This is an optimization exercise on Yosys and OpenROAD, whose aim is small area and a short achievable clock period, not a production implementation. Only simulation tests tie the RTL to the original design; equivalence was not proved.

<file path="config.mk">
export PLATFORM = sky130hd
export DESIGN_NAME = dct_row_top
export DESIGN_NICKNAME = dct_row_top
export VERILOG_FILES = /design/flow/design.v
export SDC_FILE = /design/flow/constraint.sdc
export NUM_CORES = 4
export LEC_CHECK = 0
export CAP_MARGIN = 20
export CORE_MARGIN = 2
export CORE_UTILIZATION = 60
export PLACE_DENSITY = 0.75
export SETUP_SLACK_MARGIN = 3.4
export SLEW_MARGIN = 20
</file>
<file path="constraint.sdc">
create_clock -name core_clock -period 6.0 [get_ports {clk_i}]
set_input_delay 1.2000 -clock core_clock [delete_from_list [all_inputs] [get_ports {clk_i}]]
set_output_delay 1.2000 -clock core_clock [all_outputs]
set_load 0.01 [all_outputs]
</file>
<file path="design.v">
`timescale 1ns/1ps
`default_nettype none
module dct_row_top (
  input  logic        clk_i,
  input  logic        rst_i,
  input  logic        px_valid_i,
  input  logic [7:0]  px_data_i,
  output logic        coef_valid_o,
  output logic [11:0] coef_data_o,
  output logic [2:0]  coef_index_o
);
logic [2:0] px_cnt;
logic [7:0] xs0, xs1, xs2, xs3, xs4, xs5, xs6;
logic [7:0] y0, y1, y2, y3, y4, y5, y6, y7;
logic       row_done;
assign row_done = px_valid_i & (&px_cnt);
always_ff @(posedge clk_i, posedge rst_i)
  if (rst_i) px_cnt <= 3'd0;
  else if (px_valid_i) px_cnt <= px_cnt + 3'd1;
always_ff @(posedge clk_i)
  if (px_valid_i) begin
    xs0 <= px_data_i; xs1 <= xs0; xs2 <= xs1; xs3 <= xs2; xs4 <= xs3; xs5 <= xs4; xs6 <= xs5;
  end
always_ff @(posedge clk_i)
  if (row_done) begin
    y0 <= xs6; y1 <= xs5; y2 <= xs4; y3 <= xs3; y4 <= xs2; y5 <= xs1; y6 <= xs0; y7 <= px_data_i;
  end
logic       busy;
logic [2:0] kc, kc_nx;
logic [3:0] n1, n2, n1_nx, n2_nx;
logic       odd;
assign kc_nx = row_done ? 3'd0 : kc + 3'd1;
always_comb begin
  case (kc_nx)
    3'd0: begin n1_nx = 4'b0000; n2_nx = 4'b0000; end
    3'd1: begin n1_nx = 4'b0000; n2_nx = 4'b1111; end
    3'd2: begin n1_nx = 4'b0000; n2_nx = 4'b0000; end
    3'd3: begin n1_nx = 4'b1110; n2_nx = 4'b0001; end
    3'd4: begin n1_nx = 4'b0000; n2_nx = 4'b0000; end
    3'd5: begin n1_nx = 4'b0010; n2_nx = 4'b1101; end
    3'd6: begin n1_nx = 4'b0000; n2_nx = 4'b0000; end
    3'd7: begin n1_nx = 4'b1010; n2_nx = 4'b0101; end
    default: begin n1_nx = 4'b0000; n2_nx = 4'b0000; end
  endcase
end
always_ff @(posedge clk_i, posedge rst_i)
  if (rst_i) begin busy <= 1'b0; kc <= 3'd0; end
  else if (row_done) begin busy <= 1'b1; kc <= 3'd0; end
  else if (busy) begin kc <= kc + 3'd1; if (&kc) busy <= 1'b0; end
always_ff @(posedge clk_i) begin
  n1 <= n1_nx; n2 <= n2_nx; odd <= kc_nx[0];
end
logic [8:0] u0, u1, u2, u3;
logic a0, a3, ca, b1, b2, cb;           
logic a0_nx, a3_nx, ca_nx, b1_nx, b2_nx, cb_nx;
logic oddu, o1, o3, o5, o7;    
logic ep_a, ep_b, eq_a, eq_b, er_a, er_b, es_a, es_b;
always_comb begin
  case (kc)
    3'd0: begin a0_nx = 1'b0; a3_nx = 1'b0; ca_nx = 1'b0; b1_nx = 1'b0; b2_nx = 1'b0; cb_nx = 1'b0; end
    3'd2: begin a0_nx = 1'b0; a3_nx = 1'b1; ca_nx = 1'b1; b1_nx = 1'b0; b2_nx = 1'b1; cb_nx = 1'b1; end
    3'd4: begin a0_nx = 1'b0; a3_nx = 1'b0; ca_nx = 1'b0; b1_nx = 1'b1; b2_nx = 1'b1; cb_nx = 1'b0; end
    3'd6: begin a0_nx = 1'b0; a3_nx = 1'b1; ca_nx = 1'b1; b1_nx = 1'b1; b2_nx = 1'b0; cb_nx = 1'b1; end
    default: begin a0_nx = 1'b0; a3_nx = 1'b0; ca_nx = 1'b0; b1_nx = 1'b0; b2_nx = 1'b0; cb_nx = 1'b0; end
  endcase
end
logic [2:0] ku;
logic       vu;
always_ff @(posedge clk_i) begin
  u0 <= 9'(y0 ^ {8{n1[0]}}) + 9'(y7 ^ {8{n2[0]}}) + 9'(odd);
  u1 <= 9'(y1 ^ {8{n1[1]}}) + 9'(y6 ^ {8{n2[1]}}) + 9'(odd);
  u2 <= 9'(y2 ^ {8{n1[2]}}) + 9'(y5 ^ {8{n2[2]}}) + 9'(odd);
  u3 <= 9'(y3 ^ {8{n1[3]}}) + 9'(y4 ^ {8{n2[3]}}) + 9'(odd);
  ku <= kc;
  a0 <= a0_nx; a3 <= a3_nx; ca <= ca_nx; b1 <= b1_nx; b2 <= b2_nx; cb <= cb_nx;
  oddu <= kc[0];
  ep_a <= (kc == 3'd0) | (kc == 3'd2) | (kc == 3'd4);
  ep_b <= (kc == 3'd6);
  eq_a <= (kc == 3'd6);
  eq_b <= (kc == 3'd0) | (kc == 3'd2) | (kc == 3'd4);
  er_a <= (kc == 3'd6);
  er_b <= (kc == 3'd2);
  es_a <= (kc == 3'd0) | (kc == 3'd2) | (kc == 3'd4);
  es_b <= (kc == 3'd6);
  o1 <= (kc == 3'd1); o3 <= (kc == 3'd3); o5 <= (kc == 3'd5); o7 <= (kc == 3'd7);
end
always_ff @(posedge clk_i, posedge rst_i)
  if (rst_i) vu <= 1'b0; else vu <= busy;
logic [9:0] al, be;
logic [9:0] vp;
logic [9:0] vq;
logic [9:0] vr;
logic [9:0] vs;
logic c_k0, c_k4, c_k26, c_odd;    
logic       vv;
assign al = 10'(u0 ^ {9{a0}}) + 10'(u3 ^ {9{a3}}) + 10'(ca);
assign be = 10'(u1 ^ {9{b1}}) + 10'(u2 ^ {9{b2}}) + 10'(cb);
logic [8:0] pm_p;
assign pm_p = ({9{o1}} & u0) | ({9{o3}} & u2) | ({9{o5}} & u1) | ({9{o7}} & u3);
logic [8:0] pm_q;
assign pm_q = ({9{o1}} & u1) | ({9{o3}} & u0) | ({9{o5}} & u3) | ({9{o7}} & u2);
logic [8:0] pm_r;
assign pm_r = ({9{o1}} & u2) | ({9{o3}} & u3) | ({9{o5}} & u0) | ({9{o7}} & u1);
logic [8:0] pm_s;
assign pm_s = ({9{o1}} & u3) | ({9{o3}} & u1) | ({9{o5}} & u2) | ({9{o7}} & u0);
always_ff @(posedge clk_i) begin
  vp <= ({10{oddu}} & {1'b0, pm_p}) | ({10{ep_a}} & al) | ({10{ep_b}} & be);
  vq <= ({10{oddu}} & {1'b0, pm_q}) | ({10{eq_a}} & al) | ({10{eq_b}} & be);
  vr <= ({10{oddu}} & {1'b0, pm_r}) | ({10{er_a}} & al) | ({10{er_b}} & be);
  vs <= ({10{oddu}} & {1'b0, pm_s}) | ({10{es_a}} & al) | ({10{es_b}} & be);
  c_k0 <= (ku == 3'd0); c_k4 <= (ku == 3'd4); c_k26 <= (ku == 3'd2) | (ku == 3'd6); c_odd <= ku[0];
end
always_ff @(posedge clk_i, posedge rst_i)
  if (rst_i) vv <= 1'b0; else vv <= vu;
logic row_p0_en;
logic row_p0_ng;
logic [9:0] row_p0;
assign row_p0 = ((vp & {10{row_p0_en}}) ^ {10{row_p0_ng}});
logic [9:0] row_p1;
assign row_p1 = ~vp;
logic row_p3_ng;
logic [9:0] row_p3;
assign row_p3 = (vp ^ {10{row_p3_ng}});
logic [9:0] row_p9;
assign row_p9 = vp;
logic row_q1_en;
logic [9:0] row_q1;
assign row_q1 = (vq & {10{row_q1_en}});
logic [9:0] row_q3;
assign row_q3 = vq;
logic row_q5_ng;
logic [9:0] row_q5;
assign row_q5 = (vq ^ {10{row_q5_ng}});
logic [9:0] row_q7;
assign row_q7 = ~vq;
logic row_q9_en;
logic [9:0] row_q9;
assign row_q9 = (vq & {10{row_q9_en}});
logic [9:0] row_r2;
assign row_r2 = ~vr;
logic [9:0] row_r5;
assign row_r5 = vr;
logic [9:0] row_r8;
assign row_r8 = vr;
logic [9:0] row_s2;
assign row_s2 = vs;
logic [9:0] row_s5;
assign row_s5 = ~vs;
logic row_s7_en;
logic row_s7_ng;
logic [9:0] row_s7;
assign row_s7 = ((vs & {10{row_s7_en}}) ^ {10{row_s7_ng}});
always_ff @(posedge clk_i) begin
  row_p0_en <= (ku == 3'd2) | (ku == 3'd6);
  row_p0_ng <= (ku == 3'd2) | (ku == 3'd6);
  row_p3_ng <= ~((ku == 3'd0) | (ku == 3'd4));
  row_q1_en <= ~((ku == 3'd2) | (ku == 3'd6));
  row_q5_ng <= (ku == 3'd0) | (ku == 3'd4);
  row_q9_en <= ~((ku == 3'd2) | (ku == 3'd6));
  row_s7_en <= ~((ku == 3'd2) | (ku == 3'd6));
  row_s7_ng <= (ku == 3'd0) | (ku == 3'd4);
end
logic [21:0] kconst;
assign kconst[0] = (c_k26);
assign kconst[1] = 1'b1;
assign kconst[2] = ~(c_k4);
assign kconst[3] = ~(c_k0);
assign kconst[4] = (c_k4);
assign kconst[5] = (c_k26 | c_odd);
assign kconst[6] = (c_k0);
assign kconst[7] = (c_k26 | c_odd);
assign kconst[8] = (c_k0);
assign kconst[9] = ~(c_k26);
assign kconst[10] = (c_k4 | c_k26);
assign kconst[11] = ~(c_k4);
assign kconst[12] = 1'b0;
assign kconst[13] = (c_k0 | c_odd);
assign kconst[14] = (c_k0 | c_k4);
assign kconst[15] = (c_k0);
assign kconst[16] = (c_k4);
assign kconst[17] = (c_k0);
assign kconst[18] = (c_k4);
assign kconst[19] = ~(c_k4);
assign kconst[20] = 1'b1;
assign kconst[21] = 1'b1;
wire cs1 = row_p1[7] ^ row_q3[5];
wire cc1 = row_p1[7] & row_q3[5];
wire cs2 = row_p1[8] ^ row_p9[0] ^ row_q3[6];
wire cc2 = (row_p1[8] & row_p9[0]) | (row_p1[8] & row_q3[6]) | (row_p9[0] & row_q3[6]);
wire cs3 = row_q7[2] ^ row_r2[7] ^ row_r5[4];
wire cc3 = (row_q7[2] & row_r2[7]) | (row_q7[2] & row_r5[4]) | (row_r2[7] & row_r5[4]);
wire cs4 = row_p1[9] ^ row_p9[1] ^ row_q3[7];
wire cc4 = (row_p1[9] & row_p9[1]) | (row_p1[9] & row_q3[7]) | (row_p9[1] & row_q3[7]);
wire cs5 = row_q7[3] ^ row_r2[8] ^ row_r5[5];
wire cc5 = (row_q7[3] & row_r2[8]) | (row_q7[3] & row_r5[5]) | (row_r2[8] & row_r5[5]);
wire cs6 = row_p9[2] ^ row_q3[8] ^ row_q7[4];
wire cc6 = (row_p9[2] & row_q3[8]) | (row_p9[2] & row_q7[4]) | (row_q3[8] & row_q7[4]);
wire cs7 = row_p1[4] ^ row_q3[2] ^ row_r2[3];
wire cc7 = (row_p1[4] & row_q3[2]) | (row_p1[4] & row_r2[3]) | (row_q3[2] & row_r2[3]);
wire cs8 = row_p1[5] ^ row_q3[3] ^ row_r2[4];
wire cc8 = (row_p1[5] & row_q3[3]) | (row_p1[5] & row_r2[4]) | (row_q3[3] & row_r2[4]);
wire cs9 = row_r5[1] ^ row_s2[4];
wire cc9 = row_r5[1] & row_s2[4];
wire cs10 = row_p1[6] ^ row_q3[4] ^ row_q7[0];
wire cc10 = (row_p1[6] & row_q3[4]) | (row_p1[6] & row_q7[0]) | (row_q3[4] & row_q7[0]);
wire cs11 = row_r2[5] ^ row_r5[2] ^ row_s2[5];
wire cc11 = (row_r2[5] & row_r5[2]) | (row_r2[5] & row_s2[5]) | (row_r5[2] & row_s2[5]);
wire cs12 = row_s5[2] ^ row_p0[7] ^ row_p3[4];
wire cc12 = (row_s5[2] & row_p0[7]) | (row_s5[2] & row_p3[4]) | (row_p0[7] & row_p3[4]);
wire cs13 = row_q7[1] ^ row_r2[6] ^ row_r5[3];
wire cc13 = (row_q7[1] & row_r2[6]) | (row_q7[1] & row_r5[3]) | (row_r2[6] & row_r5[3]);
wire cs14 = row_r8[0] ^ row_s2[6] ^ row_s5[3];
wire cc14 = (row_r8[0] & row_s2[6]) | (row_r8[0] & row_s5[3]) | (row_s2[6] & row_s5[3]);
wire cs15 = cs1 ^ row_p0[8] ^ row_p3[5];
wire cc15 = (cs1 & row_p0[8]) | (cs1 & row_p3[5]) | (row_p0[8] & row_p3[5]);
wire cs16 = row_q1[7] ^ row_q5[3];
wire cc16 = row_q1[7] & row_q5[3];
wire cs17 = row_r8[1] ^ row_s2[7] ^ row_s5[4];
wire cc17 = (row_r8[1] & row_s2[7]) | (row_r8[1] & row_s5[4]) | (row_s2[7] & row_s5[4]);
wire cs18 = cc1 ^ row_p0[9] ^ row_p3[6];
wire cc18 = (cc1 & row_p0[9]) | (cc1 & row_p3[6]) | (row_p0[9] & row_p3[6]);
wire cs19 = row_q1[8] ^ row_q5[4] ^ row_q9[0];
wire cc19 = (row_q1[8] & row_q5[4]) | (row_q1[8] & row_q9[0]) | (row_q5[4] & row_q9[0]);
wire cs20 = row_s7[2] ^ kconst[9] ^ cs2;
wire cc20 = (row_s7[2] & kconst[9]) | (row_s7[2] & cs2) | (kconst[9] & cs2);
wire cs21 = row_r8[2] ^ row_s2[8] ^ row_s5[5];
wire cc21 = (row_r8[2] & row_s2[8]) | (row_r8[2] & row_s5[5]) | (row_s2[8] & row_s5[5]);
wire cs22 = row_p3[7] ^ row_q1[9] ^ row_q5[5];
wire cc22 = (row_p3[7] & row_q1[9]) | (row_p3[7] & row_q5[5]) | (row_q1[9] & row_q5[5]);
wire cs23 = row_q9[1] ^ row_s7[3] ^ kconst[10];
wire cc23 = (row_q9[1] & row_s7[3]) | (row_q9[1] & kconst[10]) | (row_s7[3] & kconst[10]);
wire cs24 = cc2 ^ cc3 ^ cs4;
wire cc24 = (cc2 & cc3) | (cc2 & cs4) | (cc3 & cs4);
wire cs25 = row_r2[9] ^ row_r5[6] ^ row_r8[3];
wire cc25 = (row_r2[9] & row_r5[6]) | (row_r2[9] & row_r8[3]) | (row_r5[6] & row_r8[3]);
wire cs26 = row_s2[9] ^ row_s5[6] ^ row_p3[8];
wire cc26 = (row_s2[9] & row_s5[6]) | (row_s2[9] & row_p3[8]) | (row_s5[6] & row_p3[8]);
wire cs27 = row_q5[6] ^ row_q9[2] ^ row_s7[4];
wire cc27 = (row_q5[6] & row_q9[2]) | (row_q5[6] & row_s7[4]) | (row_q9[2] & row_s7[4]);
wire cs28 = kconst[11] ^ cc4 ^ cc5;
wire cc28 = (kconst[11] & cc4) | (kconst[11] & cc5) | (cc4 & cc5);
wire cs29 = row_p9[3] ^ row_q3[9] ^ row_q7[5];
wire cc29 = (row_p9[3] & row_q3[9]) | (row_p9[3] & row_q7[5]) | (row_q3[9] & row_q7[5]);
wire cs30 = row_r5[7] ^ row_r8[4] ^ row_s5[7];
wire cc30 = (row_r5[7] & row_r8[4]) | (row_r5[7] & row_s5[7]) | (row_r8[4] & row_s5[7]);
wire cs31 = row_p3[9] ^ row_q5[7] ^ row_q9[3];
wire cc31 = (row_p3[9] & row_q5[7]) | (row_p3[9] & row_q9[3]) | (row_q5[7] & row_q9[3]);
wire cs32 = row_p9[4] ^ row_q7[6] ^ row_r5[8];
wire cc32 = (row_p9[4] & row_q7[6]) | (row_p9[4] & row_r5[8]) | (row_q7[6] & row_r5[8]);
wire cs33 = row_r8[5] ^ row_s5[8];
wire cc33 = row_r8[5] & row_s5[8];
wire cs34 = row_p9[5] ^ row_q7[7] ^ row_r5[9];
wire cc34 = (row_p9[5] & row_q7[7]) | (row_p9[5] & row_r5[9]) | (row_q7[7] & row_r5[9]);
wire cs35 = row_p1[2] ^ row_q3[0] ^ row_r2[1];
wire cc35 = (row_p1[2] & row_q3[0]) | (row_p1[2] & row_r2[1]) | (row_q3[0] & row_r2[1]);
wire cs36 = row_p1[3] ^ row_q3[1] ^ row_r2[2];
wire cc36 = (row_p1[3] & row_q3[1]) | (row_p1[3] & row_r2[2]) | (row_q3[1] & row_r2[2]);
wire cs37 = row_s2[2] ^ row_p0[4];
wire cc37 = row_s2[2] & row_p0[4];
wire cs38 = row_r5[0] ^ row_s2[3] ^ row_s5[0];
wire cc38 = (row_r5[0] & row_s2[3]) | (row_r5[0] & row_s5[0]) | (row_s2[3] & row_s5[0]);
wire cs39 = row_p0[5] ^ row_p3[2] ^ row_q1[4];
wire cc39 = (row_p0[5] & row_p3[2]) | (row_p0[5] & row_q1[4]) | (row_p3[2] & row_q1[4]);
wire cs40 = row_q5[0] ^ kconst[5];
wire cc40 = row_q5[0] & kconst[5];
wire cs41 = row_s5[1] ^ cs9 ^ row_p0[6];
wire cc41 = (row_s5[1] & cs9) | (row_s5[1] & row_p0[6]) | (cs9 & row_p0[6]);
wire cs42 = row_p3[3] ^ row_q1[5] ^ row_q5[1];
wire cc42 = (row_p3[3] & row_q1[5]) | (row_p3[3] & row_q5[1]) | (row_q1[5] & row_q5[1]);
wire cs43 = kconst[6] ^ cc7 ^ cs8;
wire cc43 = (kconst[6] & cc7) | (kconst[6] & cs8) | (cc7 & cs8);
wire cs44 = cc9 ^ row_q1[6] ^ row_q5[2];
wire cc44 = (cc9 & row_q1[6]) | (cc9 & row_q5[2]) | (row_q1[6] & row_q5[2]);
wire cs45 = row_s7[0] ^ kconst[7] ^ cc8;
wire cc45 = (row_s7[0] & kconst[7]) | (row_s7[0] & cc8) | (kconst[7] & cc8);
wire cs46 = cs10 ^ cs11 ^ cs12;
wire cc46 = (cs10 & cs11) | (cs10 & cs12) | (cs11 & cs12);
wire cs47 = row_s7[1] ^ kconst[8] ^ cc10;
wire cc47 = (row_s7[1] & kconst[8]) | (row_s7[1] & cc10) | (kconst[8] & cc10);
wire cs48 = cc11 ^ cs13 ^ cs14;
wire cc48 = (cc11 & cs13) | (cc11 & cs14) | (cs13 & cs14);
wire cs49 = cs16 ^ cc12 ^ cs15;
wire cc49 = (cs16 & cc12) | (cs16 & cs15) | (cc12 & cs15);
wire cs50 = cc13 ^ cc14 ^ cs17;
wire cc50 = (cc13 & cc14) | (cc13 & cs17) | (cc14 & cs17);
wire cs51 = cs3 ^ cc16 ^ cc15;
wire cc51 = (cs3 & cc16) | (cs3 & cc15) | (cc16 & cc15);
wire cs52 = cs18 ^ cs19 ^ cs20;
wire cc52 = (cs18 & cs19) | (cs18 & cs20) | (cs19 & cs20);
wire cs53 = cc17 ^ cs21 ^ cs5;
wire cc53 = (cc17 & cs21) | (cc17 & cs5) | (cs21 & cs5);
wire cs54 = cc18 ^ cc19 ^ cs22;
wire cc54 = (cc18 & cc19) | (cc18 & cs22) | (cc19 & cs22);
wire cs55 = cs23 ^ cc20 ^ cs24;
wire cc55 = (cs23 & cc20) | (cs23 & cs24) | (cc20 & cs24);
wire cs56 = cc21 ^ cs25 ^ cs6;
wire cc56 = (cc21 & cs25) | (cc21 & cs6) | (cs25 & cs6);
wire cs57 = cc22 ^ cs26 ^ cs27;
wire cc57 = (cc22 & cs26) | (cc22 & cs27) | (cs26 & cs27);
wire cs58 = cc23 ^ cc24 ^ cs28;
wire cc58 = (cc23 & cc24) | (cc23 & cs28) | (cc24 & cs28);
wire cs59 = row_s7[5] ^ cc25 ^ cc6;
wire cc59 = (row_s7[5] & cc25) | (row_s7[5] & cc6) | (cc25 & cc6);
wire cs60 = cs29 ^ cs30 ^ cc26;
wire cc60 = (cs29 & cs30) | (cs29 & cc26) | (cs30 & cc26);
wire cs61 = cc27 ^ cs31 ^ cc28;
wire cc61 = (cc27 & cs31) | (cc27 & cc28) | (cs31 & cc28);
wire cs62 = cs33 ^ row_q5[8] ^ row_q9[4];
wire cc62 = (cs33 & row_q5[8]) | (cs33 & row_q9[4]) | (row_q5[8] & row_q9[4]);
wire cs63 = row_s7[6] ^ kconst[13] ^ cc29;
wire cc63 = (row_s7[6] & kconst[13]) | (row_s7[6] & cc29) | (kconst[13] & cc29);
wire cs64 = cc30 ^ cs32 ^ cc31;
wire cc64 = (cc30 & cs32) | (cc30 & cc31) | (cs32 & cc31);
wire cs65 = row_r8[6] ^ row_s5[9] ^ cc33;
wire cc65 = (row_r8[6] & row_s5[9]) | (row_r8[6] & cc33) | (row_s5[9] & cc33);
wire cs66 = row_q5[9] ^ row_q9[5] ^ row_s7[7];
wire cc66 = (row_q5[9] & row_q9[5]) | (row_q5[9] & row_s7[7]) | (row_q9[5] & row_s7[7]);
wire cs67 = kconst[14] ^ cc32 ^ cs34;
wire cc67 = (kconst[14] & cc32) | (kconst[14] & cs34) | (cc32 & cs34);
wire cs68 = row_p9[6] ^ row_q7[8] ^ row_r8[7];
wire cc68 = (row_p9[6] & row_q7[8]) | (row_p9[6] & row_r8[7]) | (row_q7[8] & row_r8[7]);
wire cs69 = row_q9[6] ^ row_s7[8] ^ kconst[15];
wire cc69 = (row_q9[6] & row_s7[8]) | (row_q9[6] & kconst[15]) | (row_s7[8] & kconst[15]);
wire cs70 = row_p9[7] ^ row_q7[9] ^ row_r8[8];
wire cc70 = (row_p9[7] & row_q7[9]) | (row_p9[7] & row_r8[8]) | (row_q7[9] & row_r8[8]);
wire cs71 = row_p1[1] ^ row_r2[0] ^ row_s2[0];
wire cc71 = (row_p1[1] & row_r2[0]) | (row_p1[1] & row_s2[0]) | (row_r2[0] & row_s2[0]);
wire cs72 = row_s2[1] ^ row_p0[3] ^ row_p3[0];
wire cc72 = (row_s2[1] & row_p0[3]) | (row_s2[1] & row_p3[0]) | (row_p0[3] & row_p3[0]);
wire cs73 = row_q1[2] ^ kconst[3];
wire cc73 = row_q1[2] & kconst[3];
wire cs74 = row_p3[1] ^ row_q1[3] ^ kconst[4];
wire cc74 = (row_p3[1] & row_q1[3]) | (row_p3[1] & kconst[4]) | (row_q1[3] & kconst[4]);
wire cs75 = cc35 ^ cs36 ^ cs37;
wire cc75 = (cc35 & cs36) | (cc35 & cs37) | (cs36 & cs37);
wire cs76 = cc36 ^ cs38 ^ cs7;
wire cc76 = (cc36 & cs38) | (cc36 & cs7) | (cs38 & cs7);
wire cs77 = cc37 ^ cs40 ^ cs39;
wire cc77 = (cc37 & cs40) | (cc37 & cs39) | (cs40 & cs39);
wire cs78 = cc38 ^ cc40 ^ cc39;
wire cc78 = (cc38 & cc40) | (cc38 & cc39) | (cc40 & cc39);
wire cs79 = cs41 ^ cs42 ^ cs43;
wire cc79 = (cs41 & cs42) | (cs41 & cs43) | (cs42 & cs43);
wire cs80 = cc41 ^ cc42 ^ cs44;
wire cc80 = (cc41 & cc42) | (cc41 & cs44) | (cc42 & cs44);
wire cs81 = cc43 ^ cs45 ^ cs46;
wire cc81 = (cc43 & cs45) | (cc43 & cs46) | (cs45 & cs46);
wire cs82 = cc44 ^ cc45 ^ cs47;
wire cc82 = (cc44 & cc45) | (cc44 & cs47) | (cc45 & cs47);
wire cs83 = cs48 ^ cc46 ^ cs49;
wire cc83 = (cs48 & cc46) | (cs48 & cs49) | (cc46 & cs49);
wire cs84 = cc47 ^ cc48 ^ cs50;
wire cc84 = (cc47 & cc48) | (cc47 & cs50) | (cc48 & cs50);
wire cs85 = cc49 ^ cs51 ^ cs52;
wire cc85 = (cc49 & cs51) | (cc49 & cs52) | (cs51 & cs52);
wire cs86 = cc50 ^ cs53 ^ cc51;
wire cc86 = (cc50 & cs53) | (cc50 & cc51) | (cs53 & cc51);
wire cs87 = cs54 ^ cc52 ^ cs55;
wire cc87 = (cs54 & cc52) | (cs54 & cs55) | (cc52 & cs55);
wire cs88 = cc53 ^ cs56 ^ cc54;
wire cc88 = (cc53 & cs56) | (cc53 & cc54) | (cs56 & cc54);
wire cs89 = cs57 ^ cc55 ^ cs58;
wire cc89 = (cs57 & cc55) | (cs57 & cs58) | (cc55 & cs58);
wire cs90 = cc56 ^ cs59 ^ cc57;
wire cc90 = (cc56 & cs59) | (cc56 & cc57) | (cs59 & cc57);
wire cs91 = cs60 ^ cc58 ^ cs61;
wire cc91 = (cs60 & cc58) | (cs60 & cs61) | (cc58 & cs61);
wire cs92 = cs62 ^ cc59 ^ cs63;
wire cc92 = (cs62 & cc59) | (cs62 & cs63) | (cc59 & cs63);
wire cs93 = cc60 ^ cs64 ^ cc61;
wire cc93 = (cc60 & cs64) | (cc60 & cc61) | (cs64 & cc61);
wire cs94 = cs65 ^ cc62 ^ cs66;
wire cc94 = (cs65 & cc62) | (cs65 & cs66) | (cc62 & cs66);
wire cs95 = cc63 ^ cs67 ^ cc64;
wire cc95 = (cc63 & cs67) | (cc63 & cc64) | (cs67 & cc64);
wire cs96 = cc34 ^ cs68 ^ cc65;
wire cc96 = (cc34 & cs68) | (cc34 & cc65) | (cs68 & cc65);
wire cs97 = cc66 ^ cs69 ^ cc67;
wire cc97 = (cc66 & cs69) | (cc66 & cc67) | (cs69 & cc67);
wire cs98 = row_q9[7] ^ row_s7[9] ^ kconst[16];
wire cc98 = (row_q9[7] & row_s7[9]) | (row_q9[7] & kconst[16]) | (row_s7[9] & kconst[16]);
wire cs99 = cc68 ^ cs70 ^ cc69;
wire cc99 = (cc68 & cs70) | (cc68 & cc69) | (cs70 & cc69);
wire cs100 = row_p9[8] ^ row_r8[9] ^ row_q9[8];
wire cc100 = (row_p9[8] & row_r8[9]) | (row_p9[8] & row_q9[8]) | (row_r8[9] & row_q9[8]);
wire cs101 = kconst[17] ^ cc70;
wire cc101 = kconst[17] & cc70;
wire cs102 = row_p9[9] ^ row_q9[9];
wire cc102 = row_p9[9] & row_q9[9];
logic cq_0_0;
always_ff @(posedge clk_i) cq_0_0 <= row_p0[0];
logic cq_0_1;
always_ff @(posedge clk_i) cq_0_1 <= kconst[0];
logic cq_1_1;
always_ff @(posedge clk_i) cq_1_1 <= row_p1[0];
logic cq_1_2;
always_ff @(posedge clk_i) cq_1_2 <= row_p0[1];
logic cq_1_3;
always_ff @(posedge clk_i) cq_1_3 <= row_q1[0];
logic cq_2_0;
always_ff @(posedge clk_i) cq_2_0 <= cs71;
logic cq_2_1;
always_ff @(posedge clk_i) cq_2_1 <= row_p0[2];
logic cq_2_2;
always_ff @(posedge clk_i) cq_2_2 <= row_q1[1];
logic cq_2_3;
always_ff @(posedge clk_i) cq_2_3 <= kconst[2];
logic cq_3_0;
always_ff @(posedge clk_i) cq_3_0 <= cc71;
logic cq_3_1;
always_ff @(posedge clk_i) cq_3_1 <= cs72;
logic cq_3_2;
always_ff @(posedge clk_i) cq_3_2 <= cs73;
logic cq_3_3;
always_ff @(posedge clk_i) cq_3_3 <= cs35;
logic cq_4_0;
always_ff @(posedge clk_i) cq_4_0 <= cc72;
logic cq_4_1;
always_ff @(posedge clk_i) cq_4_1 <= cc73;
logic cq_4_2;
always_ff @(posedge clk_i) cq_4_2 <= cs74;
logic cq_4_3;
always_ff @(posedge clk_i) cq_4_3 <= cs75;
logic cq_5_0;
always_ff @(posedge clk_i) cq_5_0 <= cc74;
logic cq_5_1;
always_ff @(posedge clk_i) cq_5_1 <= cc75;
logic cq_5_2;
always_ff @(posedge clk_i) cq_5_2 <= cs76;
logic cq_5_3;
always_ff @(posedge clk_i) cq_5_3 <= cs77;
logic cq_6_0;
always_ff @(posedge clk_i) cq_6_0 <= cc76;
logic cq_6_1;
always_ff @(posedge clk_i) cq_6_1 <= cc77;
logic cq_6_2;
always_ff @(posedge clk_i) cq_6_2 <= cs78;
logic cq_6_3;
always_ff @(posedge clk_i) cq_6_3 <= cs79;
logic cq_7_0;
always_ff @(posedge clk_i) cq_7_0 <= cc78;
logic cq_7_1;
always_ff @(posedge clk_i) cq_7_1 <= cc79;
logic cq_7_2;
always_ff @(posedge clk_i) cq_7_2 <= cs80;
logic cq_7_3;
always_ff @(posedge clk_i) cq_7_3 <= cs81;
logic cq_8_0;
always_ff @(posedge clk_i) cq_8_0 <= cc80;
logic cq_8_1;
always_ff @(posedge clk_i) cq_8_1 <= cc81;
logic cq_8_2;
always_ff @(posedge clk_i) cq_8_2 <= cs82;
logic cq_8_3;
always_ff @(posedge clk_i) cq_8_3 <= cs83;
logic cq_9_0;
always_ff @(posedge clk_i) cq_9_0 <= cc82;
logic cq_9_1;
always_ff @(posedge clk_i) cq_9_1 <= cc83;
logic cq_9_2;
always_ff @(posedge clk_i) cq_9_2 <= cs84;
logic cq_9_3;
always_ff @(posedge clk_i) cq_9_3 <= cs85;
logic cq_10_0;
always_ff @(posedge clk_i) cq_10_0 <= cc84;
logic cq_10_1;
always_ff @(posedge clk_i) cq_10_1 <= cc85;
logic cq_10_2;
always_ff @(posedge clk_i) cq_10_2 <= cs86;
logic cq_10_3;
always_ff @(posedge clk_i) cq_10_3 <= cs87;
logic cq_11_0;
always_ff @(posedge clk_i) cq_11_0 <= cc86;
logic cq_11_1;
always_ff @(posedge clk_i) cq_11_1 <= cc87;
logic cq_11_2;
always_ff @(posedge clk_i) cq_11_2 <= cs88;
logic cq_11_3;
always_ff @(posedge clk_i) cq_11_3 <= cs89;
logic cq_12_0;
always_ff @(posedge clk_i) cq_12_0 <= cc88;
logic cq_12_1;
always_ff @(posedge clk_i) cq_12_1 <= cc89;
logic cq_12_2;
always_ff @(posedge clk_i) cq_12_2 <= cs90;
logic cq_12_3;
always_ff @(posedge clk_i) cq_12_3 <= cs91;
logic cq_13_0;
always_ff @(posedge clk_i) cq_13_0 <= cc90;
logic cq_13_1;
always_ff @(posedge clk_i) cq_13_1 <= cc91;
logic cq_13_2;
always_ff @(posedge clk_i) cq_13_2 <= cs92;
logic cq_13_3;
always_ff @(posedge clk_i) cq_13_3 <= cs93;
logic cq_14_0;
always_ff @(posedge clk_i) cq_14_0 <= cc92;
logic cq_14_1;
always_ff @(posedge clk_i) cq_14_1 <= cc93;
logic cq_14_2;
always_ff @(posedge clk_i) cq_14_2 <= cs94;
logic cq_14_3;
always_ff @(posedge clk_i) cq_14_3 <= cs95;
logic cq_15_0;
always_ff @(posedge clk_i) cq_15_0 <= cc94;
logic cq_15_1;
always_ff @(posedge clk_i) cq_15_1 <= cc95;
logic cq_15_2;
always_ff @(posedge clk_i) cq_15_2 <= cs96;
logic cq_15_3;
always_ff @(posedge clk_i) cq_15_3 <= cs97;
logic cq_16_0;
always_ff @(posedge clk_i) cq_16_0 <= cc96;
logic cq_16_1;
always_ff @(posedge clk_i) cq_16_1 <= cc97;
logic cq_16_2;
always_ff @(posedge clk_i) cq_16_2 <= cs98;
logic cq_16_3;
always_ff @(posedge clk_i) cq_16_3 <= cs99;
logic cq_17_0;
always_ff @(posedge clk_i) cq_17_0 <= cc98;
logic cq_17_1;
always_ff @(posedge clk_i) cq_17_1 <= cc99;
logic cq_17_2;
always_ff @(posedge clk_i) cq_17_2 <= cs100;
logic cq_17_3;
always_ff @(posedge clk_i) cq_17_3 <= cs101;
logic cq_18_0;
always_ff @(posedge clk_i) cq_18_0 <= cc100;
logic cq_18_1;
always_ff @(posedge clk_i) cq_18_1 <= cc101;
logic cq_18_2;
always_ff @(posedge clk_i) cq_18_2 <= cs102;
logic cq_18_3;
always_ff @(posedge clk_i) cq_18_3 <= kconst[18];
logic cq_19_0;
always_ff @(posedge clk_i) cq_19_0 <= cc102;
logic cq_19_1;
always_ff @(posedge clk_i) cq_19_1 <= kconst[19];
logic vc;
always_ff @(posedge clk_i, posedge rst_i)
  if (rst_i) vc <= 1'b0; else vc <= vv;
wire cs103 = 1'b1 ^ cq_1_1;
wire cc103 = 1'b1 & cq_1_1;
wire cs104 = cq_2_0 ^ cq_2_1 ^ cq_2_2;
wire cc104 = (cq_2_0 & cq_2_1) | (cq_2_0 & cq_2_2) | (cq_2_1 & cq_2_2);
wire cs105 = cq_3_0 ^ cq_3_1 ^ cq_3_2;
wire cc105 = (cq_3_0 & cq_3_1) | (cq_3_0 & cq_3_2) | (cq_3_1 & cq_3_2);
wire cs106 = cq_4_0 ^ cq_4_1 ^ cq_4_2;
wire cc106 = (cq_4_0 & cq_4_1) | (cq_4_0 & cq_4_2) | (cq_4_1 & cq_4_2);
wire cs107 = cq_5_0 ^ cq_5_1 ^ cq_5_2;
wire cc107 = (cq_5_0 & cq_5_1) | (cq_5_0 & cq_5_2) | (cq_5_1 & cq_5_2);
wire cs108 = cq_6_0 ^ cq_6_1 ^ cq_6_2;
wire cc108 = (cq_6_0 & cq_6_1) | (cq_6_0 & cq_6_2) | (cq_6_1 & cq_6_2);
wire cs109 = cq_7_0 ^ cq_7_1 ^ cq_7_2;
wire cc109 = (cq_7_0 & cq_7_1) | (cq_7_0 & cq_7_2) | (cq_7_1 & cq_7_2);
wire cs110 = cq_8_0 ^ cq_8_1 ^ cq_8_2;
wire cc110 = (cq_8_0 & cq_8_1) | (cq_8_0 & cq_8_2) | (cq_8_1 & cq_8_2);
wire cs111 = cq_9_0 ^ cq_9_1 ^ cq_9_2;
wire cc111 = (cq_9_0 & cq_9_1) | (cq_9_0 & cq_9_2) | (cq_9_1 & cq_9_2);
wire cs112 = cq_10_0 ^ cq_10_1 ^ cq_10_2;
wire cc112 = (cq_10_0 & cq_10_1) | (cq_10_0 & cq_10_2) | (cq_10_1 & cq_10_2);
wire cs113 = cq_11_0 ^ cq_11_1 ^ cq_11_2;
wire cc113 = (cq_11_0 & cq_11_1) | (cq_11_0 & cq_11_2) | (cq_11_1 & cq_11_2);
wire cs114 = cq_12_0 ^ cq_12_1 ^ cq_12_2;
wire cc114 = (cq_12_0 & cq_12_1) | (cq_12_0 & cq_12_2) | (cq_12_1 & cq_12_2);
wire cs115 = cq_13_0 ^ cq_13_1 ^ cq_13_2;
wire cc115 = (cq_13_0 & cq_13_1) | (cq_13_0 & cq_13_2) | (cq_13_1 & cq_13_2);
wire cs116 = cq_14_0 ^ cq_14_1 ^ cq_14_2;
wire cc116 = (cq_14_0 & cq_14_1) | (cq_14_0 & cq_14_2) | (cq_14_1 & cq_14_2);
wire cs117 = cq_15_0 ^ cq_15_1 ^ cq_15_2;
wire cc117 = (cq_15_0 & cq_15_1) | (cq_15_0 & cq_15_2) | (cq_15_1 & cq_15_2);
wire cs118 = cq_16_0 ^ cq_16_1 ^ cq_16_2;
wire cc118 = (cq_16_0 & cq_16_1) | (cq_16_0 & cq_16_2) | (cq_16_1 & cq_16_2);
wire cs119 = cq_17_0 ^ cq_17_1 ^ cq_17_2;
wire cc119 = (cq_17_0 & cq_17_1) | (cq_17_0 & cq_17_2) | (cq_17_1 & cq_17_2);
wire cs120 = cq_18_0 ^ cq_18_1 ^ cq_18_2;
wire cc120 = (cq_18_0 & cq_18_1) | (cq_18_0 & cq_18_2) | (cq_18_1 & cq_18_2);
wire cs121 = cq_1_2 ^ cq_1_3;
wire cc121 = cq_1_2 & cq_1_3;
wire cs122 = cq_2_3 ^ cc103 ^ cs104;
wire cc122 = (cq_2_3 & cc103) | (cq_2_3 & cs104) | (cc103 & cs104);
wire cs123 = cq_3_3 ^ cc104 ^ cs105;
wire cc123 = (cq_3_3 & cc104) | (cq_3_3 & cs105) | (cc104 & cs105);
wire cs124 = cq_4_3 ^ cc105 ^ cs106;
wire cc124 = (cq_4_3 & cc105) | (cq_4_3 & cs106) | (cc105 & cs106);
wire cs125 = cq_5_3 ^ cc106 ^ cs107;
wire cc125 = (cq_5_3 & cc106) | (cq_5_3 & cs107) | (cc106 & cs107);
wire cs126 = cq_6_3 ^ cc107 ^ cs108;
wire cc126 = (cq_6_3 & cc107) | (cq_6_3 & cs108) | (cc107 & cs108);
wire cs127 = cq_7_3 ^ cc108 ^ cs109;
wire cc127 = (cq_7_3 & cc108) | (cq_7_3 & cs109) | (cc108 & cs109);
wire cs128 = cq_8_3 ^ cc109 ^ cs110;
wire cc128 = (cq_8_3 & cc109) | (cq_8_3 & cs110) | (cc109 & cs110);
wire cs129 = cq_9_3 ^ cc110 ^ cs111;
wire cc129 = (cq_9_3 & cc110) | (cq_9_3 & cs111) | (cc110 & cs111);
wire cs130 = cq_10_3 ^ cc111 ^ cs112;
wire cc130 = (cq_10_3 & cc111) | (cq_10_3 & cs112) | (cc111 & cs112);
wire cs131 = cq_11_3 ^ cc112 ^ cs113;
wire cc131 = (cq_11_3 & cc112) | (cq_11_3 & cs113) | (cc112 & cs113);
wire cs132 = cq_12_3 ^ cc113 ^ cs114;
wire cc132 = (cq_12_3 & cc113) | (cq_12_3 & cs114) | (cc113 & cs114);
wire cs133 = cq_13_3 ^ cc114 ^ cs115;
wire cc133 = (cq_13_3 & cc114) | (cq_13_3 & cs115) | (cc114 & cs115);
wire cs134 = cq_14_3 ^ cc115 ^ cs116;
wire cc134 = (cq_14_3 & cc115) | (cq_14_3 & cs116) | (cc115 & cs116);
wire cs135 = cq_15_3 ^ cc116 ^ cs117;
wire cc135 = (cq_15_3 & cc116) | (cq_15_3 & cs117) | (cc116 & cs117);
wire cs136 = cq_16_3 ^ cc117 ^ cs118;
wire cc136 = (cq_16_3 & cc117) | (cq_16_3 & cs118) | (cc117 & cs118);
wire cs137 = cq_17_3 ^ cc118 ^ cs119;
wire cc137 = (cq_17_3 & cc118) | (cq_17_3 & cs119) | (cc118 & cs119);
wire cs138 = cq_18_3 ^ cc119 ^ cs120;
wire cc138 = (cq_18_3 & cc119) | (cq_18_3 & cs120) | (cc119 & cs120);
wire cs139 = cq_19_0 ^ cq_19_1 ^ cc120;
wire cc139 = (cq_19_0 & cq_19_1) | (cq_19_0 & cc120) | (cq_19_1 & cc120);
logic [10:0] lowsum;
assign lowsum = {1'b0, cc128, cc127, cc126, cc125, cc124, cc123, cc122, cc121, cs121, cq_0_0} + {1'b0, cs129, cs128, cs127, cs126, cs125, cs124, cs123, cs122, cs103, cq_0_1};
logic cr_lowc;
always_ff @(posedge clk_i) cr_lowc <= lowsum[10];
logic cr_10_0;
always_ff @(posedge clk_i) cr_10_0 <= cc129;
logic cr_10_1;
always_ff @(posedge clk_i) cr_10_1 <= cs130;
logic cr_11_0;
always_ff @(posedge clk_i) cr_11_0 <= cc130;
logic cr_11_1;
always_ff @(posedge clk_i) cr_11_1 <= cs131;
logic cr_12_0;
always_ff @(posedge clk_i) cr_12_0 <= cc131;
logic cr_12_1;
always_ff @(posedge clk_i) cr_12_1 <= cs132;
logic cr_13_0;
always_ff @(posedge clk_i) cr_13_0 <= cc132;
logic cr_13_1;
always_ff @(posedge clk_i) cr_13_1 <= cs133;
logic cr_14_0;
always_ff @(posedge clk_i) cr_14_0 <= cc133;
logic cr_14_1;
always_ff @(posedge clk_i) cr_14_1 <= cs134;
logic cr_15_0;
always_ff @(posedge clk_i) cr_15_0 <= cc134;
logic cr_15_1;
always_ff @(posedge clk_i) cr_15_1 <= cs135;
logic cr_16_0;
always_ff @(posedge clk_i) cr_16_0 <= cc135;
logic cr_16_1;
always_ff @(posedge clk_i) cr_16_1 <= cs136;
logic cr_17_0;
always_ff @(posedge clk_i) cr_17_0 <= cc136;
logic cr_17_1;
always_ff @(posedge clk_i) cr_17_1 <= cs137;
logic cr_18_0;
always_ff @(posedge clk_i) cr_18_0 <= cc137;
logic cr_18_1;
always_ff @(posedge clk_i) cr_18_1 <= cs138;
logic cr_19_0;
always_ff @(posedge clk_i) cr_19_0 <= cc138;
logic cr_19_1;
always_ff @(posedge clk_i) cr_19_1 <= cs139;
logic cr_20_0;
always_ff @(posedge clk_i) cr_20_0 <= cc139;
logic vc2;
always_ff @(posedge clk_i, posedge rst_i)
  if (rst_i) vc2 <= 1'b0; else vc2 <= vc;
logic [21:0] fa, fb, fsum;
assign fa = {1'b1, cr_20_0, cr_19_0, cr_18_0, cr_17_0, cr_16_0, cr_15_0, cr_14_0, cr_13_0, cr_12_0, cr_11_0, cr_10_0, 1'b0, 1'b0, 1'b0, 1'b0, 1'b0, 1'b0, 1'b0, 1'b0, 1'b0, 1'b0};
assign fb = {1'b0, 1'b1, cr_19_1, cr_18_1, cr_17_1, cr_16_1, cr_15_1, cr_14_1, cr_13_1, cr_12_1, cr_11_1, cr_10_1, 1'b0, 1'b0, 1'b0, 1'b0, 1'b0, 1'b0, 1'b0, 1'b0, 1'b0, 1'b0};
logic [12:0] fhi;
assign fhi = {fa[21:10], 1'b1} + {fb[21:10], cr_lowc};
assign fsum = {fhi[12:1], 10'd0};
always_ff @(posedge clk_i) coef_data_o <= fsum[21:10];
always_ff @(posedge clk_i, posedge rst_i)
  if (rst_i) coef_valid_o <= 1'b0; else coef_valid_o <= vc2;
always_ff @(posedge clk_i, posedge rst_i)
  if (rst_i) coef_index_o <= 3'd0; else if (coef_valid_o) coef_index_o <= coef_index_o + 3'd1;
endmodule
`default_nettype wire
</file>
<file path="flow/pol.py">
#!/usr/bin/env python3
"""Full-adder polarity optimisation of a Yosys netlist (sky130hd cells).

A full adder is self-dual: FA(~a, ~b, ~c) = (~sum, ~cout). Yosys' extract_fa leaves many
inverters between full adders; this pass chooses, for each sky130_fd_sc_hd__fa_* cell, whether
it computes the true or the complemented function, so that as few inverters as possible are
needed, then rebuilds the inverters. The logic function of every register input and output port
is unchanged; no register is touched.

usage: pol.py IN.v OUT.v
"""
import re, sys, collections, random

OUT_PINS = {'X', 'Y', 'Q', 'Q_N', 'SUM', 'COUT', 'HI', 'LO'}

def main(src, dst):
    text = open(src).read()
    m = re.search(r'^\s*module\s+(\S+)\s*\((.*?)\);', text, re.M | re.S)
    head_end = m.end()
    end = text.rindex('endmodule')
    body = text[head_end:end]
    # split body into statements
    inst_re = re.compile(r'^(\s*)(sky130_fd_sc_hd__\w+)\s+(\S+)\s*\((.*?)\);\s*$', re.M | re.S)
    pin_re = re.compile(r'\.(\w+)\(\s*(.*?)\s*\)\s*(?:,|$)', re.S)
    cells = []
    decls = []
    pos = 0
    others = []
    for mm in inst_re.finditer(body):
        others.append(body[pos:mm.start()])
        pos = mm.end()
        typ, name, pins = mm.group(2), mm.group(3), mm.group(4)
        pl = []
        for pm in pin_re.finditer(pins.strip()):
            pl.append([pm.group(1), pm.group(2).strip()])
        cells.append({'type': typ, 'name': name, 'pins': pl})
    tail = body[pos:]
    # ports
    ports_out = set()
    for mm in re.finditer(r'^\s*output\s+(\[(\d+):(\d+)\]\s*)?(\S+?)\s*;', text, re.M):
        if mm.group(1):
            hi, lo = int(mm.group(2)), int(mm.group(3))
            for i in range(min(hi, lo), max(hi, lo) + 1):
                ports_out.add('%s[%d]' % (mm.group(4), i))
        else:
            ports_out.add(mm.group(4))
    assigns = re.findall(r'^\s*assign\s+(.*?)\s*=\s*(.*?)\s*;', body, re.M)
    assert not assigns, 'assign statements not handled: %r' % assigns[:3]

    def isinv(c):
        return re.fullmatch(r'sky130_fd_sc_hd__(clk)?inv_\d+', c['type']) is not None
    def isfa(c):
        return re.fullmatch(r'sky130_fd_sc_hd__fa_\d+', c['type']) is not None
    def isxor(c):
        return re.fullmatch(r'sky130_fd_sc_hd__x(n)?or[23]_\d+', c['type']) is not None

    driver = {}
    for ci, c in enumerate(cells):
        for p, n in c['pins']:
            if p in OUT_PINS:
                driver[n] = (ci, p)
    invin = {}
    for ci, c in enumerate(cells):
        if isinv(c):
            d = dict(c['pins'])
            invin[d['Y']] = d['A']
    def resolve(n):
        par = 0
        seen = 0
        while n in invin:
            n = invin[n]; par ^= 1; seen += 1
            assert seen < 100
        return n, par
    keep_inv = set()
    for ci, c in enumerate(cells):
        if isinv(c) and dict(c['pins'])['Y'] in ports_out:
            keep_inv.add(ci)
    fa_ids = [ci for ci, c in enumerate(cells) if isfa(c)]
    fa_of_base = {}
    for ci in fa_ids:
        for p, n in cells[ci]['pins']:
            if p in ('SUM', 'COUT'):
                fa_of_base[n] = ci
    # consumers: (cell index or None for port, pin index, base, parity)
    cons = collections.defaultdict(list)   # base -> list of (ci, pinidx, par)
    for ci, c in enumerate(cells):
        if isinv(c) and ci not in keep_inv:
            continue
        for k, (p, n) in enumerate(c['pins']):
            if p in OUT_PINS:
                continue
            b, par = resolve(n)
            cons[b].append((ci, k, par))
    xor_ids = [ci for ci, c in enumerate(cells) if isxor(c)]
    xor_of_base = {}
    for ci in xor_ids:
        for p, n in cells[ci]['pins']:
            if p in OUT_PINS:
                xor_of_base[n] = ci
    pol = {ci: 0 for ci in fa_ids}
    xpol = {ci: 0 for ci in xor_ids}
    def pdrv(b):
        ci = fa_of_base.get(b)
        if ci is not None: return pol[ci]
        ci = xor_of_base.get(b)
        if ci is not None: return xpol[ci]
        return 0
    def need(ci, par):
        return par ^ (pol[ci] if ci in pol else 0)
    def cost_base(b):
        pd = pdrv(b)
        return 1 if any(ci not in xpol and need(ci, par) != pd for ci, k, par in cons.get(b, [])) else 0
    # bases touched by each FA
    touch = collections.defaultdict(set)
    for ci in fa_ids:
        for p, n in cells[ci]['pins']:
            if p in ('SUM', 'COUT'):
                touch[ci].add(n)
            else:
                touch[ci].add(resolve(n)[0])
    for ci in xor_ids:
        for p, n in cells[ci]['pins']:
            if p in OUT_PINS:
                touch[ci].add(n)
    allbases = set(cons.keys())
    before = sum(1 for ci, c in enumerate(cells) if isinv(c))
    start = sum(cost_base(b) for b in allbases)
    rnd = random.Random(1)
    improved = True
    it = 0
    while improved and it < 50:
        improved = False
        it += 1
        order = fa_ids + xor_ids
        rnd.shuffle(order)
        for ci in order:
            t = touch[ci]
            d = pol if ci in pol else xpol
            c0 = sum(cost_base(b) for b in t)
            d[ci] ^= 1
            c1 = sum(cost_base(b) for b in t)
            if c1 < c0:
                improved = True
            elif c1 > c0 or rnd.random() < 0.5:
                d[ci] ^= 1
    # simulated annealing from the greedy result
    import math
    cur = sum(cost_base(b) for b in allbases)
    best_state = (dict(pol), dict(xpol), cur)
    allv = fa_ids + xor_ids
    T = 2.0
    for step in range(200000):
        ci = allv[rnd.randrange(len(allv))]
        t = touch[ci]
        d = pol if ci in pol else xpol
        c0 = sum(cost_base(b) for b in t)
        d[ci] ^= 1
        c1 = sum(cost_base(b) for b in t)
        delta = c1 - c0
        if delta <= 0 or rnd.random() < math.exp(-delta / T):
            cur += delta
            if cur < best_state[2]:
                best_state = (dict(pol), dict(xpol), cur)
        else:
            d[ci] ^= 1
        T = max(0.05, T * 0.99997)
    pol.clear(); pol.update(best_state[0]); xpol.clear(); xpol.update(best_state[1])
    final = sum(cost_base(b) for b in allbases)
    # rebuild
    newinv = {}
    out_cells = []
    nid = [0]
    newwires = []
    def invnet(b):
        if b not in newinv:
            nid[0] += 1
            w = 'pol_n%d' % nid[0]
            newwires.append(w)
            newinv[b] = w
        return newinv[b]
    for ci, c in enumerate(cells):
        if isinv(c) and ci not in keep_inv:
            continue
        if ci in xpol:
            # inputs straight from the base nets; the cell type absorbs every inversion
            t = 1 if 'xnor' in c['type'] else 0
            t ^= xpol[ci]
            pins = []
            outn = None
            for p, n in c['pins']:
                if p in OUT_PINS:
                    outn = n; continue
                b, par = resolve(n)
                t ^= par ^ pdrv(b)
                pins.append((p, b))
            m = re.fullmatch(r'sky130_fd_sc_hd__x(n)?or([23])_(\d+)', c['type'])
            typ = 'sky130_fd_sc_hd__%s%s_%s' % ('xnor' if t else 'xor', m.group(2), m.group(3))
            pins.append(('Y' if t else 'X', outn))
            out_cells.append((typ, c['name'], pins))
            continue
        pins = []
        for p, n in c['pins']:
            if p in OUT_PINS:
                pins.append((p, n)); continue
            b, par = resolve(n)
            q = need(ci, par)
            if q == pdrv(b):
                pins.append((p, b))
            else:
                pins.append((p, invnet(b)))
        out_cells.append((c['type'], c['name'], pins))
    for b, w in newinv.items():
        nid[0] += 1
        out_cells.append(('sky130_fd_sc_hd__inv_1', 'pol_inv%d' % nid[0], [('A', b), ('Y', w)]))
    lines = [text[:head_end]]
    lines.append(''.join(others[:1]))
    for w in newwires:
        lines.append('  wire %s;\n' % w)
    for typ, name, pins in out_cells:
        lines.append('  %s %s (\n%s\n  );\n' % (typ, name, ',\n'.join('    .%s(%s)' % (p, n + ' ' if n.startswith('\\') else n) for p, n in pins)))
    lines.append(tail)
    lines.append(text[end:])
    open(dst, 'w').write(''.join(lines))
    flipped = sum(pol.values()) + sum(xpol.values())
    sys.stderr.write('pol: inverters %d -> %d (needed before opt %d), %d of %d full adders flipped\n'
                     % (before, final + len(keep_inv), start, flipped, len(fa_ids)))

if __name__ == '__main__':
    main(sys.argv[1], sys.argv[2])
</file>
<file path="flow/run.sh">
#!/bin/bash
# Standard ORFS layout with one extra step between synthesis and floorplan:
# flow/pol.py re-chooses the polarity of every full adder (a full adder is self-dual)
# so that Yosys' extract_fa leaves fewer inverters. Registers are not touched.
set -euo pipefail
R=$PWD/orfs/results/$FLOW_PLATFORM/dct_row_top/base
bash standard.sh "$R/1_2_yosys.v" > synth.log 2>&1
cp "$R/1_2_yosys.v" "$PWD/1_2_yosys.before_pol.v"
python3 flow/pol.py "$PWD/1_2_yosys.before_pol.v" "$R/1_2_yosys.v" > pol.log 2>&1
# clock tree: the standard arguments, without the dummy loads CTS adds for balancing
export CTS_ARGS="-sink_clustering_enable -repair_clock_nets -dont_use_dummy_load -buf_list sky130_fd_sc_hd__clkbuf_4"
bash standard.sh finish > layout.log 2>&1
</file>
<file path="standard.sh">
#!/bin/bash
# synth_recipe.tcl (not shown) runs the flow's synth.tcl, then flattens the netlist and writes it again
# the make line also repeats each setting of config.mk as NAME=value (left out here)
make -C /OpenROAD-flow-scripts/flow DESIGN_CONFIG=/design/flow/config.mk WORK_HOME=/design/flow/orfs CLKGATE_MAP_FILE= SYNTH_SCRIPT=/design/flow/synth_recipe.tcl "${@:-finish}"
</file>
==> flow_metrics.py, run 1 <==
metrics = {
    "logic_synthesis": {
        "syn_avg_cell_area_um2": 13.1,
        "synth_fp_nets": 1494,
        "synth_area_um2": 16500,
        "syn_inst": 1261,
        "yosysWarnings": 1,
    },
    "sta": {
        "worst_slack_ns": 3.46,
        "rsz0062_at_grt": "yes",
        "fmax_mhz": 394,
        "tightest_slew_ns": 0.877,
        "maxSlewHeadroom_pct": 41.4,
        "setup_violations": 0,
        "fin_crit_ns": 2.54,
        "fin_crit_sh_pct": 42.3,
        "tns_ns": 0,
        "hold_viol": 0,
        "clock_skew_ns": 0.0954,
        "report.final.slew_viol_count": 0,
    },
    "routing": {
        "drtPass1Iterations": 5,
        "drcViolationCount": 0,
        "postRouteAntennaNets": 0,
        "viasPerCell": 5.57,
        "drtIter0Drc": 487,
        "routedWlPerCell_um": 18.2,
        "vias": 9381,
        "route.final.wire_length_mm": 30.6,
    },
    "global_route": {
        "antenna_found_initial": 1,
        "grt_usage_pct": 22.6,
        "grt_pass1_vias": 10200,
        "grt_max_degree": 60,
        "grt_pass1_wl_mm": 50.0,
        "overflow": 0,
    },
    "place": {
        "dp_worst_setup_slack_ns": 3.09,
        "placed_cell_area_um2": 17000,
        "gp_congestion": 0.930,
        "dp_hpwl_mm": 23.2,
        "port-buffer-count": 26,
    },
    "floorplanning": {
        "die_w_um": 170,
        "ioPinCount": 27,
        "core.rowCount": 60,
        "die_h_um": 170,
        "start_util_pct": 61.1,
        "dieArea_um2": 28800,
        "core_region_area_um2": 27000,
    },
    "worst_setup_path": {
        "cp_slowest_stage_delay_ns": 0.39,
        "crit_path_end_kind": "register",
        "crit_required_ns": 6.50,
        "cp-start-kind": "register",
        "criticalPathCategory": "register to register",
        "critical_path_arrival_ns": 3.05,
        "path_cells": "xor2_1, fa_2, fa_2, a21oi_2, nor2b_2, a311oi_2, buf_4, xnor2_2, a221o_1",
        "slowest_stage": "fa_2",
        "crit_fanout": 5,
        "cpMostUsedCell": "fa_2",
    },
    "clock_network": {
        "clockBufferDepth": 3,
        "cts_max_level": 3,
        "cts-root-buf": "clkbuf_4",
        "cts_sinks": 345,
        "path_clk_slew_ns": 0.06,
        "cts_hold_buf": 0,
        "clk_latency_ns": 0.70,
        "numCtsBuffers": 84,
        "cts_tree": "yes",
    },
    "outcome": {
        "outcome": "complete, no violations",
    },
    "finish": {
        "final_common_cell": "dfxtp_1",
        "nNetsFinal": 1575,
        "fillers": 2008,
        "multi_input_area_um2": 7920,
        "seqCellArea_um2": 8230,
        "final_cell_mix": "dfxtp_1, fa_1, edfxtp_1, xor2_1, clkbuf_4",
        "drive_gt1_share_pct": 11.6,
        "area_growth_pct": 8.44,
        "design_area_um2": 17800,
    },
    "job": {
        "cap_violations": 0,
    },
    "min_path": {
        "hold_class": "register to register",
    },
}
==> critical path: cells and delay by family, from the launching register on <==
kind,cells,cell delay (ns)
AO/OA/AOI/OAI,3,0.79
adder cells (fa/ha/maj),2,0.75
flip-flops,1,0.36
XOR/XNOR,2,0.26
buffers and inverters,1,0.18
AND/OR/NAND/NOR,1,0.06
==> area by class of cell <==
class	instances	area share, %
Timing Repair Buffer	41	1.95
Antenna cell	2	0.0280
Sequential cell	345	46.1
Inverter	77	1.62
Tap cell	341	2.39
Multi-Input combinational cell	793	44.4
Clock buffer	84	3.53
==> sequential cells by signal (all words and copies together) (netlist names), 9 cells and up <==
signal       flops
vs               9
coef_data_o     12
u2               9
u3               9
vr              10
vp              10
vq              10
u0               9
u1               9
==> stage by stage <==
stage               utilization, %  hold slack [ns]  cells
CTS                           65.9            0.345   1679
global route                  66.2            0.350   1682
global placement              63.2            0.333   1589
floorplan                        -            0.331   1261
finish                        66.2            0.340   1683
detailed placement            63.2            0.335   1589
==> per-layer routing <==
layer  track usage, %  share of wire [%]  vias up
met5                0                  0        -
li1                 -                  -     4495
met2             40.4                 52      234
met3             3.85                3.9       92
met1             26.2                 40     4560
met4             11.3                4.0        0
==> final timing paths <==
| kind | start | to | slack [ns] | cells past startpoint |
|---|---|---|---|---|
| worst max-delay path | u2[0] | vq[6] | 3.46 | 9 |
| worst min register to register | vc2 | coef_valid_o | 0.34 | 0 |
| worst max register to register | u2[0] | vq[6] | 3.46 | 9 |
| max in group asynchronous | rst_i | kc[2] | 4.70 | 2 |
| worst min-delay path | vc2 | coef_valid_o | 0.34 | 0 |
| min in group asynchronous | rst_i | px_cnt[0] | 0.85 | 2 |
==> what timing repair did <==
action,CTS,global route
resized for setup,48,16
endpoints found under the setup margin,40,19
pin swaps,5,5
setup buffers,6,2
==> run 2: changes to the inputs <==
--- a/flow/run.sh
+++ b/flow/run.sh
@@ -8,5 +8,5 @@
 cp "$R/1_2_yosys.v" "$PWD/1_2_yosys.before_pol.v"
 python3 flow/pol.py "$PWD/1_2_yosys.before_pol.v" "$R/1_2_yosys.v" > pol.log 2>&1
 # clock tree: the standard arguments, without the dummy loads CTS adds for balancing
-export CTS_ARGS="-sink_clustering_enable -repair_clock_nets -dont_use_dummy_load -buf_list sky130_fd_sc_hd__clkbuf_4"
+export CTS_ARGS="-sink_clustering_enable -repair_clock_nets -dont_use_dummy_load -buf_list sky130_fd_sc_hd__clkbuf_8"
 bash standard.sh finish > layout.log 2>&1
--- a/config.mk
+++ b/config.mk
@@ -5,6 +5,7 @@
 export SDC_FILE = /design/flow/constraint.sdc
 export NUM_CORES = 4
 export LEC_CHECK = 0
+export ABC_AREA = 1
 export CAP_MARGIN = 20
 export CORE_MARGIN = 2
 export CORE_UTILIZATION = 60
==> flow_metrics.py, run 2 <==
metrics = {
    "job": {
        "cap_violations": 0,
    },
    "floorplanning": {
        "core_region_area_um2": 27100,
        "start_util_pct": 61.5,
        "dieArea_um2": 29100,
        "core.rowCount": 60,
        "die_w_um": 171,
        "die_h_um": 171,
        "ioPinCount": 27,
    },
    "sta": {
        "tns_ns": 0,
        "rsz0062_at_grt": "yes",
        "fin_crit_sh_pct": 42.0,
        "report.final.slew_viol_count": 0,
        "fmax_mhz": 397,
        "hold_viol": 0,
        "tightest_slew_ns": 1.07,
        "fin_crit_ns": 2.52,
        "hold-worst-slack_ns": 0.341,
        "clock_skew_ns": 0.0551,
        "maxSlewHeadroom_pct": 28.1,
        "setup_violations": 0,
    },
    "global_route": {
        "overflow": 0,
        "grt_pass1_wl_mm": 51.9,
        "antenna_found_initial": 0,
        "grt_usage_pct": 23.2,
        "grt_max_degree": 61,
        "grt_pass1_vias": 10400,
    },
    "routing": {
        "viasPerCell": 5.31,
        "drcViolationCount": 0,
        "routedWlPerCell_um": 17.3,
        "drtPass1Iterations": 5,
        "route.final.wire_length_mm": 32.1,
        "vias": 9870,
        "drtIter0Drc": 576,
        "postRouteAntennaNets": 0,
    },
    "min_path": {
        "hold_class": "register to register",
        "hold_end": "vc2",
        "whs_path_depth": 0,
        "hp-start": "vc",
    },
    "clock_network": {
        "cts_sinks": 345,
        "clockBufferDepth": 3,
        "cts_max_level": 2,
        "cts_tree": "yes",
        "cts_setup_buffers": 0,
        "cts_hold_buf": 0,
        "numCtsBuffers": 54,
        "path_clk_slew_ns": 0.06,
        "clk_latency_ns": 0.59,
        "cts-root-buf": "clkbuf_8",
        "ctsResizeCount": 21,
    },
    "worst_setup_path": {
        "r2r_cells": 6,
        "crit_path_end_kind": "register",
        "crit_buf_inv": 2,
        "critical_path_arrival_ns": 2.93,
        "cpMostUsedCell": "fa_1",
        "crit_required_ns": 6.41,
        "r2r_start": "row_p0_ng",
        "crit_fanout": 9,
        "slowest_stage": "fa_1",
        "criticalPathCategory": "register to register",
        "r2r_slack_ns": 3.48,
        "path_cells": "inv_1, or2_2, inv_1, fa_1, fa_1, fa_1",
        "crit_family": "adder cells",
        "cp-start-kind": "register",
        "timing.rr.end": "cq_8_3",
        "cp_slowest_stage_delay_ns": 0.51,
    },
    "finish": {
        "nNetsFinal": 1721,
        "regMostFlops": "coef_data_o",
        "fillers": 2090,
        "final_common_cell": "dfxtp_1",
        "largest_register_ffs": 12,
        "final_cell_mix": "dfxtp_1, nand2_1, inv_1, fa_1, xor2_1",
        "area_growth_pct": 7.98,
        "design_area_um2": 18000,
        "drive_gt1_share_pct": 6.39,
        "n_antenna_cell": 0,
    },
    "logic_synthesis": {
        "synth_area_um2": 16700,
        "syn_inst": 1439,
        "syn_avg_cell_area_um2": 11.6,
        "yosysWarnings": 1,
        "synth_fp_nets": 1672,
    },
    "place": {
        "placed_cell_area_um2": 17200,
        "dp_hpwl_mm": 25.4,
        "gp_congestion": 0.913,
        "port-buffer-count": 26,
    },
    "outcome": {
        "outcome": "complete, no violations",
    },
}
[run 2: worst max path at each step]
stage	start	depth (start not counted)	endpoint	slack, ns
final	row_p0_ng	6	cq_8_3	3.48
after CTS	b2	9	vp[8]	3.43
after detailed placement	row_q1_en	5	cq_10_3	3.28
after global routing	n2[1]	9	u1[8]	3.40
after global placement	row_q1_en	5	cq_10_3	3.31
after floorplan	px_valid_i	5	n2[1]	3.34
[run 2: per-layer routing]
layer / global-route usage, % / share of wire [%]
met1: 26.7 / 40
met2: 43.9 / 53
met3: 3.54 / 3.7
met4: 7.92 / 3.1
met5: 0 / 0
[run 2: per-stage QoR]
stage / cells / util, % / setup slack [ns]
3_5_place_dp: 1803 / 63.6 / 3.28
4_1_cts: 1857 / 66.3 / 3.43
5_1_grt: 1858 / 66.4 / 3.40
6_report: 1858 / 66.4 / 3.48
3_3_place_gp: 1803 / 63.6 / 3.31
2_1_floorplan: 1439 / - / 3.34
[run 2: layout make-up]
class	count	area [um^2]	area share [%]
clock buffer	54	743	4.13
inverter	165	623	3.46
sequential	345	8200	45.6
timing repair buffer	30	273	1.52
tap	372	465	2.59
multi-input combinational	892	7690	42.7

==> static timing again, ports no longer ideal <==
In the flow no input, the clock included, has a driving cell. The finished layouts below were timed again as built, in two steps.
Step 1 assumes that a clkbuf_16 drives the clock port and a buf_2 every other input.
Step 2 adds t to the input delays and takes it off the output delays; t is the mean of the earliest and latest rising clock arrival at the registers after step 1. Input paths then give back, and output paths get back, about the clock's delay inside the block.
Slacks: ideal / step 1 / step 2; pairs: ideal / step 1.
| run | t (ns) | slack for setup (ns) | hold WS [ns] | worst setup path after step 2 | latest minus earliest clock arrival (ns) |
|---|---|---|---|---|---|
| run 1 | 0.699 | 3.459 / 3.446 / 3.350 | 0.340 / 0.340 / 0.340 | input to register | 0.095 / 0.096 |
| run 2 | 0.603 | 3.481 / 3.461 / 3.331 | 0.341 / 0.341 / 0.341 | input to register | 0.063 / 0.062 |
After both steps setup and hold are still met in every run listed. For run 2, which loses most, drivers alone change the setup slack by -0.020 ns; drivers and shift together by -0.150 ns.
